This is an optimization exercise on Yosys and OpenROAD, whose aim is small area, not a production implementation. Only simulation tests tie the RTL to the original design; equivalence was not proved.

**flow/run.sh**
```bash
#!/bin/bash
# synth_recipe.tcl (not shown) runs the flow's synth.tcl, then flattens the netlist and writes it again
# the make line also repeats each setting of config.mk as NAME=value (left out here)
make -C /OpenROAD-flow-scripts/flow DESIGN_CONFIG=/design/flow/config.mk WORK_HOME=/design/flow/orfs CLKGATE_MAP_FILE= SYNTH_SCRIPT=/design/flow/synth_recipe.tcl finish
```
**flow/config.mk**
```make
export PLATFORM = sky130hd
export DESIGN_NAME = event_core
export DESIGN_NICKNAME = event_core
export VERILOG_FILES = /design/flow/design.v
export SDC_FILE = /design/flow/constraint.sdc
export NUM_CORES = 4
export LEC_CHECK = 0
export CAP_MARGIN = 20
export CORE_MARGIN = 2
export CORE_UTILIZATION = 40
export SLEW_MARGIN = 20
```
**flow/constraint.sdc**
```tcl
create_clock -name core_clock -period 22.0 [get_ports {clk_frame}]
set_input_delay 4.4000 -clock core_clock [delete_from_list [all_inputs] [get_ports {clk_frame}]]
set_output_delay 4.4000 -clock core_clock [all_outputs]
set_load 0.01 [all_outputs]
```
**flow/design.v**
```verilog
package event_pkg;
    localparam int OBJ_LIMIT     = 8;
    localparam int SLOT_W        = 3;
    localparam int R_W           = 4;
    localparam int THETA_W       = 9;
    localparam int HP_W          = 2;
    localparam int SCORE_W       = 16;
    localparam int COUNT_W       = 4;
    localparam int FRAME_CTR_W   = 8;
    localparam int R_LIMIT       = 15;   
    localparam int LASER_R_MAX   = 15;
    localparam int THETA_MAX     = 359;
    localparam int LSR_WIDTH     = 10;   
    localparam int QUAD_DEG      = 90;
    localparam int LASER_DEG_OFS = 45;   
    localparam int SCORE_HIT     = 10;
    localparam int SCORE_KILL    = 100;
    localparam int MOVE_PHASE    = 128;  
    localparam int BLINK_PHASE   = 16;
    localparam int DEATH_PHASE   = 4;
    localparam int SWAY_BIT      = 6;
    localparam int ENTRY_W       = 11;
    localparam int LASER_FIELD_W = 7;
    localparam int FRAME_DATA_W  = LASER_FIELD_W + OBJ_LIMIT * ENTRY_W;
    typedef enum logic [1:0] {
        INACTIVE = 2'd0,
        ACTIVE   = 2'd1,
        DYING    = 2'd2
    } alien_state_e;
    typedef enum logic [1:0] {
        TYPE0 = 2'd0,   
        TYPE1 = 2'd1,   
        TYPE2 = 2'd2,   
        TYPE3 = 2'd3    
    } alien_type_e;
    typedef enum logic [1:0] {
        DIR0 = 2'd0,
        DIR1 = 2'd1,
        DIR2 = 2'd2,
        DIR3 = 2'd3
    } four_dir_e;
endpackage
import event_pkg::*;
module alien_slot
(
    input  logic               load,
    input  logic               hit,
    input  logic               move_step,
    input  logic               blink,
    input  logic               death_step,
    input  logic               sway,
    input  logic               double_step,
    input  logic [1:0]         spawn_type,
    input  logic [R_W-1:0]     spawn_r,
    input  logic [THETA_W-1:0] spawn_theta,
    input  logic [HP_W-1:0]    spawn_hp,
    input  logic [1:0]         p_state,
    input  logic               p_f0,
    input  logic [1:0]         p_kind,
    input  logic [R_W-1:0]     p_r,
    input  logic [THETA_W-1:0] p_theta,
    input  logic [HP_W-1:0]    p_hp,
    output logic [1:0]         c_state,
    output logic               c_f0,
    output logic [1:0]         c_kind,
    output logic [R_W-1:0]     c_r,
    output logic [THETA_W-1:0] c_theta,
    output logic [HP_W-1:0]    c_hp
);
    logic               step_up;
    logic [THETA_W-1:0] step_mag;
    logic [THETA_W-1:0] theta_sum;
    logic [THETA_W-1:0] theta_next;
    always_comb begin
        step_up  = 1'b1;
        step_mag = THETA_W'(1);
        case (p_kind)
            TYPE0: step_up = !sway;
            TYPE1: step_up = sway;
            TYPE2: begin
                step_up  = 1'b1;
                step_mag = double_step ? THETA_W'(2) : THETA_W'(1);
            end
            TYPE3: begin
                step_up  = 1'b0;
                step_mag = double_step ? THETA_W'(2) : THETA_W'(1);
            end
            default: ;
        endcase
    end
    assign theta_sum = p_theta + step_mag;
    always_comb begin
        if (step_up) begin
            if (theta_sum > THETA_W'(THETA_MAX)) begin
                theta_next = theta_sum - THETA_W'(THETA_MAX + 1);
            end else begin
                theta_next = theta_sum;
            end
        end else if (p_theta < step_mag) begin
            theta_next = p_theta + THETA_W'(THETA_MAX + 1) - step_mag;
        end else begin
            theta_next = p_theta - step_mag;
        end
    end
    always_comb begin
        c_state = p_state;
        c_f0    = p_f0;
        c_kind  = p_kind;
        c_r     = p_r;
        c_theta = p_theta;
        c_hp    = p_hp;
        if (load) begin
            c_state = ACTIVE;
            c_f0    = 1'b0;
            c_kind  = spawn_type;
            c_r     = spawn_r;
            c_theta = spawn_theta;
            c_hp    = spawn_hp;
        end else begin
            case (p_state)
                ACTIVE: begin
                    if (move_step) c_r = p_r - 1'b1;
                    if (blink) c_f0 = ~p_f0;
                    c_theta = theta_next;
                    if (hit) begin
                        c_hp = p_hp - 1'b1;
                        if (p_hp == HP_W'(1)) begin
                            c_state = DYING;
                            c_f0    = 1'b0;
                        end
                    end
                end
                DYING: begin
                    if (death_step) begin
                        if (p_f0) c_state = INACTIVE;
                        else      c_f0    = 1'b1;
                    end
                end
                default: ;
            endcase
        end
    end
endmodule
import event_pkg::*;
module distance_sorter
(
    input  logic [OBJ_LIMIT-1:0][1:0]         p_state,
    input  logic [OBJ_LIMIT-1:0]              p_f0,
    input  logic [OBJ_LIMIT-1:0][1:0]         p_kind,
    input  logic [OBJ_LIMIT-1:0][R_W-1:0]     p_r,
    input  logic [OBJ_LIMIT-1:0][THETA_W-1:0] p_theta,
    output logic [OBJ_LIMIT-1:0][ENTRY_W-1:0] entries
);
    function automatic logic [1:0] quad(input logic [THETA_W-1:0] t);
        quad[1] = t >= 9'd180 && t < 9'd360;
        quad[0] = (t >= 9'd90 && t < 9'd180) || (t >= 9'd270 && t < 9'd360) || t >= 9'd450;
    endfunction
    logic [OBJ_LIMIT-1:0][ENTRY_W-1:0] entry;
    logic [OBJ_LIMIT-1:0][SLOT_W-1:0]  rank;
    always_comb begin
        for (int i = 0; i < OBJ_LIMIT; i++) begin
            entry[i] = {quad(p_theta[i]), p_r[i],
                        p_state[i] == DYING || (p_state[i] == INACTIVE && p_f0[i]), p_f0[i],
                        p_kind[i], p_state[i] != INACTIVE};
            rank[i] = '0;
            for (int j = 0; j < OBJ_LIMIT; j++) begin
                if (j < i && p_r[j] <= p_r[i]) rank[i] = rank[i] + 1'b1;
                if (j > i && p_r[j] <  p_r[i]) rank[i] = rank[i] + 1'b1;
            end
        end
    end
    for (genvar k = 0; k < OBJ_LIMIT; k++) begin : g_entry
        logic [ENTRY_W-1:0] acc;
        always_comb begin
            acc = '0;
            for (int i = 0; i < OBJ_LIMIT; i++) begin
                if (rank[i] == SLOT_W'(k)) acc = acc | entry[i];
            end
        end
        assign entries[k] = acc;
    end
endmodule
import event_pkg::*;
module event_core
(
    input  logic                    clk_frame,
    input  logic                    rst,
    input  logic                    en,
    input  logic                    spawn_laser,
    input  logic                    spawn_object,
    input  logic [1:0]              dir,
    input  logic [1:0]              spawn_type,
    input  logic [R_W-1:0]          spawn_r,
    input  logic [THETA_W-1:0]      spawn_theta,
    input  logic [HP_W-1:0]         spawn_hp,
    output logic [SCORE_W-1:0]      score,
    output logic                    all_clear,
    output logic                    game_over,
    output logic [COUNT_W-1:0]      object_count,
    output logic [FRAME_DATA_W-1:0] frame_data
);
    logic [OBJ_LIMIT-1:0][1:0]         p_state;
    logic [OBJ_LIMIT-1:0]              p_f0;
    logic [OBJ_LIMIT-1:0][1:0]         p_kind;
    logic [OBJ_LIMIT-1:0][R_W-1:0]     p_r;
    logic [OBJ_LIMIT-1:0][THETA_W-1:0] p_theta;
    logic [OBJ_LIMIT-1:0][HP_W-1:0]    p_hp;
    logic [OBJ_LIMIT-1:0][1:0]         c_state;
    logic [OBJ_LIMIT-1:0]              c_f0;
    logic [OBJ_LIMIT-1:0][1:0]         c_kind;
    logic [OBJ_LIMIT-1:0][R_W-1:0]     c_r;
    logic [OBJ_LIMIT-1:0][THETA_W-1:0] c_theta;
    logic [OBJ_LIMIT-1:0][HP_W-1:0]    c_hp;
    logic               rise_q, obj_q, laser_q;
    logic [1:0]         dir_q, type_q;
    logic [R_W-1:0]     r_q;
    logic [THETA_W-1:0] theta_q;
    logic [HP_W-1:0]    hp_q;
    logic [FRAME_CTR_W-1:0] frame_ctr;
    logic                 p_la;
    logic [R_W-1:0]       p_lr;
    logic [1:0]           p_lq;
    logic [SCORE_W-1:1]   p_score;
    logic                 c_la;
    logic [R_W-1:0]       c_lr;
    logic [1:0]           c_lq;
    logic [SCORE_W-1:1]   c_score;
    logic move_step, blink, death_step, sway, double_step;
    assign move_step   = frame_ctr == FRAME_CTR_W'(MOVE_PHASE);
    assign blink       = frame_ctr[4:0] == 5'(BLINK_PHASE);
    assign death_step  = frame_ctr[2:0] == 3'(DEATH_PHASE);
    assign sway        = frame_ctr[SWAY_BIT];
    assign double_step = frame_ctr[0];
    logic                 searching, found, found_fatal, kill;
    logic [OBJ_LIMIT-1:0] hit;
    function automatic logic in_cone(input logic [THETA_W-1:0] t, input logic [1:0] q);
        case (q)
            2'd0:    in_cone = t >= 9'd35  && t <= 9'd55;
            2'd1:    in_cone = t >= 9'd125 && t <= 9'd145;
            2'd2:    in_cone = t >= 9'd215 && t <= 9'd235;
            default: in_cone = t >= 9'd305 && t <= 9'd325;
        endcase
    endfunction
    assign searching = p_la && (p_lr != R_W'(LASER_R_MAX));
    always_comb begin
        hit         = '0;
        found       = 1'b0;
        found_fatal = 1'b0;
        for (int i = 0; i < OBJ_LIMIT; i++) begin
            if (searching && !found && p_state[i] == ACTIVE
                    && p_r[i] == p_lr && in_cone(p_theta[i], p_lq)) begin
                hit[i]      = 1'b1;
                found       = 1'b1;
                found_fatal = p_hp[i] == HP_W'(1);
            end
        end
    end
    assign kill = found && found_fatal;
    logic [OBJ_LIMIT-1:0] free_sel, load;
    logic                 free_found;
    always_comb begin
        free_sel   = '0;
        free_found = 1'b0;
        for (int i = 0; i < OBJ_LIMIT; i++) begin
            if (!free_found && p_state[i] == INACTIVE) begin
                free_sel[i] = 1'b1;
                free_found  = 1'b1;
            end
        end
    end
    assign load = rise_q ? free_sel : '0;
    for (genvar g = 0; g < OBJ_LIMIT; g++) begin : g_slot
        alien_slot slot_i (
            .load(load[g]), .hit(hit[g]),
            .move_step, .blink, .death_step, .sway, .double_step,
            .spawn_type(type_q), .spawn_r(r_q), .spawn_theta(theta_q), .spawn_hp(hp_q),
            .p_state(p_state[g]), .p_f0(p_f0[g]), .p_kind(p_kind[g]), .p_r(p_r[g]),
            .p_theta(p_theta[g]), .p_hp(p_hp[g]),
            .c_state(c_state[g]), .c_f0(c_f0[g]), .c_kind(c_kind[g]), .c_r(c_r[g]),
            .c_theta(c_theta[g]), .c_hp(c_hp[g])
        );
    end
    always_comb begin
        c_la    = p_la;
        c_lr    = p_lr;
        c_lq    = p_lq;
        c_score = p_score;
        if (!p_la) begin
            c_lr = '0;
            c_lq = dir_q;
            c_la = laser_q;
        end else if (!searching) begin
            c_la = 1'b0;
        end else if (found) begin
            c_la = 1'b0;
            c_score = p_score + (found_fatal ? 15'(SCORE_KILL / 2) : 15'(SCORE_HIT / 2));
        end else begin
            c_lr = p_lr + 1'b1;
        end
    end
    always_ff @(posedge clk_frame or posedge rst) begin
        if (rst) begin
            rise_q    <= 1'b0;
            obj_q     <= 1'b0;
            laser_q   <= 1'b0;
            dir_q     <= '0;
            frame_ctr <= '1;
            p_la      <= 1'b0;
            p_lr      <= '0;
            p_lq      <= '0;
            p_score   <= '0;
            for (int i = 0; i < OBJ_LIMIT; i++) begin
                p_state[i] <= INACTIVE;
                p_f0[i]    <= 1'b0;
                p_kind[i]  <= TYPE0;
                p_r[i]     <= R_W'(R_LIMIT);
                p_theta[i] <= '0;
            end
        end else if (en) begin
            rise_q    <= spawn_object && !obj_q;
            obj_q     <= spawn_object;
            laser_q   <= spawn_laser;
            dir_q     <= dir;
            frame_ctr <= frame_ctr + 1'b1;
            p_la      <= c_la;
            p_lr      <= c_lr;
            p_lq      <= c_lq;
            p_score   <= c_score;
            p_state   <= c_state;
            p_f0      <= c_f0;
            p_kind    <= c_kind;
            p_r       <= c_r;
            p_theta   <= c_theta;
        end
    end
    always_ff @(posedge clk_frame) begin
        if (en) begin
            type_q  <= spawn_type;
            r_q     <= spawn_r;
            theta_q <= spawn_theta;
            hp_q    <= spawn_hp;
            p_hp    <= c_hp;
        end
    end
    always_comb begin
        all_clear    = 1'b1;
        game_over    = 1'b0;
        object_count = '0;
        for (int i = 0; i < OBJ_LIMIT; i++) begin
            if (c_state[i] != INACTIVE) all_clear = 1'b0;
            if (c_state[i] == ACTIVE && c_r[i] == '0) game_over = 1'b1;
            object_count = object_count + COUNT_W'(c_state[i] == ACTIVE);
        end
    end
    assign score = {c_score, 1'b0};
    assign frame_data[0]   = c_la;
    assign frame_data[4:1] = c_lr;
    assign frame_data[6:5] = c_lq;
    distance_sorter sorter_i (
        .p_state, .p_f0, .p_kind, .p_r, .p_theta,
        .entries(frame_data[FRAME_DATA_W-1:LASER_FIELD_W])
    );
endmodule
```
==> impl_metrics.ini <==
[run_status]
status = timing/DRC/antenna clean

[final_layout]
fillCellCount = 8717
stdcell_count = 5615
fin_area_sq_um = 38000
final_nets = 4886
drive_gt1_share_pct = 6.83
syn2layout_area_growth_pct = 10.0

[detailed_routing]
highest-signal-layer = met5
post_drt_wl_per_cell_microns = 29.5
drt-initial-drc-count = 5892
first_pass_iters = 10
met3_length_microns = 21900
vias = 38800
antenna_left = 0
wl_met2_microns = 66200
met1_length_microns = 67500
vias_per_cell = 6.90
drt-total-wl_microns = 165000
drc = 0

[cts]
clockBufferDepth = 3
cts_resized = 0
hold_buffers = 0
clock-sinks = 212
cts_root_buffer = clkbuf_16
cts_tree = done
cts_buffers = 30
cts_setup_buffers = 0
clk_pin_slew_ns = 0.06
cts_max_level = 1
clk_latency_ns = 0.60

[timing]
slew_headroom_pct = 11.9
min_period_ns = 13.69
fin_crit_sh_pct = 62.2
setup_viol = 0
setup-tns-final_ns = 0
holdWs_ns = 0.461
hold_viol = 0
rsz0062_at_grt = false
tightest_slew_ns = 1.32
fmax_mhz = 73.1
finClkSkew_ns = 0.0179
slew_violations = 0

[placed_design]
routabilityCongestion = 1.07
dp_hpwl_microns = 122000
place_inst = 5555
io_buffers = 139
placed_cell_area_sq_um = 36900

[floorplan]
io_pins = 141
initial_core_util_pct = 40.4
core_sq_um = 85400
fp.dieArea_sq_um = 88700
die_h_microns = 298
die_x_microns = 298
rows = 107

[worst_setup_path]
endpoint_kind = primary output
startpoint = p_r[6]
r2r_cells = 20
rrSetupSlack_ns = 15.43
crit_end = frame_data[33]
slowest_stage = a21boi_0
timing.rr.start = p_lr[1]
path_buf_inv = 4
reg2reg_to = p_score[12]
crit_family = compound AO/OA/AOI/OAI gates
critical_path_class = reg -> out
cp_slowest_stage_delay_ns = 0.83
worstPathMaxFanout = 15
cp.depth = 28
cp_common_cell = ha_1
startpoint_type = flip-flop
worstPathRequired_ns = 17.60
cp.arrival_ns = 9.29

[logic_synthesis]
synth.largest_area_cell = ha_1
synth_top_area_share_pct = 14.1
synth_compound_area_share_pct = 28.7
ys_async_sr_fraction_pct = 84.4
avgSynthCellArea_sq_um = 7.69
synth-xor-area-share_pct = 8.41
synth_fp_nets = 4934
ys.warnings.count = 3
synth_ff_type = dfrtp_1
synth_seq_cells = 212
ys_seq_area_share_pct = 16.0
synthAdderAreaFrac_pct = 15.8
synth_edf_count = 33
synth_top_family_by_area = compound AO/OA/AOI/OAI gates
synth_area_sq_um = 34500
synthTopCellsByArea = ha_1 14%, dfrtp_1 10%, xnor2_1 5.1%
synthCells = 4492
synthMuxAreaShare_pct = 2.04
ys_types = 113
synthSimpleGateAreaFrac_pct = 22.9

[global_route]
grt_pass1_vias = 35400
antenna_found_initial = 6
grt_pass1_wl_microns = 241000
grt_max_degree = 72
grt_overflow = 0
grt_util_all_layers_pct = 35.5

[hold_path]
hp-class = reg -> reg

[job]
drv_cap = 0
[kinds of logic after synthesis]
kind of cell,after synthesis
compound gates,1379
fa+ha+maj,420
mux,64
buf+inv,554
xor+xnor,296
simple gates,1566
flops,212
other cells,1
[cell usage in the layout (no fill, tap or decap), types with 40 or more instances in the layout]
cell             instances
nand2b_1                41
nand2_1                407
a31oi_1                 54
nor2b_1                 69
a221oi_1                80
o211ai_1                45
dfstp_2                 40
a32oi_1                 65
o21a_1                  51
a21oi_1                217
nor3_1                  95
o32ai_1                 53
o22ai_1                 52
dfrtp_1                139
xor2_1                  71
buf_4                   93
ha_1                   389
xnor2_1                202
inv_1                  223
and3_1                  45
nand3_1                234
and2_1                  44
nor2_1                 308
o21ai_0                203
clkdlybuf4s50_1        138
a211oi_1                79
nand4_1                 99
a22oi_1                100
[synth_stat cells, drive strengths merged, types with 100 or more instances]
cell and instances:
nand2 408, ha 389, nor2 311, clkbuf 274
nand3 235, inv 226, a21oi 219, o21ai 213
xnor2 202, dfrtp 139, nor3 102, a22oi 100
[metrics by stage]
step,worst slack [ns],util (%)
after detailed placement,9.17,43.2
after CTS,8.51,44.4
final,8.31,44.5
after global routing,7.97,44.5
after floorplan,11.10,-
after global placement,9.32,43.2
[worst min path at each step]
stage / startpoint / endpoint / depth (start not counted)
after global routing: obj_q / rise_q / 1
after CTS: obj_q / rise_q / 1
after detailed placement: obj_q / rise_q / 1
final: obj_q / rise_q / 1
after global placement: obj_q / rise_q / 1
after floorplan: obj_q / rise_q / 1
[final cells by class]
| class | count | area (sq um) | area share [%] |
|---|---|---|---|
| tap | 1144 | 1430 | 3.77 |
| antenna | 3 | 7.51 | 0.0198 |
| clock buffer | 36 | 795 | 2.09 |
| sequential | 212 | 5520 | 14.5 |
| inverter | 242 | 916 | 2.41 |
| clock inverter | 20 | 250 | 0.659 |
| timing repair buffer | 232 | 2090 | 5.50 |
| multi-input combinational | 3726 | 27000 | 71.0 |
[flip-flops by register name (all words and copies together), names as in the netlist, 4 cells and up]
register,flops
p_r,32
r_q,4
theta_q,9
p_kind,16
p_hp,16
p_theta,72
p_lr,4
frame_ctr,8
p_score,15
p_state,16
p_f0,8
[routing by layer]
metal / global-route usage (%) / vias to the layer above
met3: 10.7 / 561
met4: 16.6 / 8
met1: 48.4 / 18600
met5: 0 / -
met2: 50.8 / 2681
li1: - / 16900

separate check: timing with driven ports:
Ports are ideal in the flow. The routed layout listed here was re-timed in OpenROAD.
Step 1 sets driving cells, clkbuf_16 on the clock port and buf_2 on the other inputs (assumed; they add their load-dependent delay and slew).
Step 2 also shifts input and output timing later by t, the mid clock arrival at the registers, as if the neighbouring blocks saw the same clock.
Three values: ideal, step 1, step 2; two values: the first two.
t (ns): 0.661
setup WS [ns]: 8.315 / 8.245 / 8.906
clock arrival spread, ns: 0.018 / 0.018
worst data-port slew with drivers (ns): 0.04
cell pins on the clock port's net: 1
After both steps this run still meets setup and hold. The setup slack of this run moves by -0.070 ns with the drivers and by +0.591 ns with both steps.
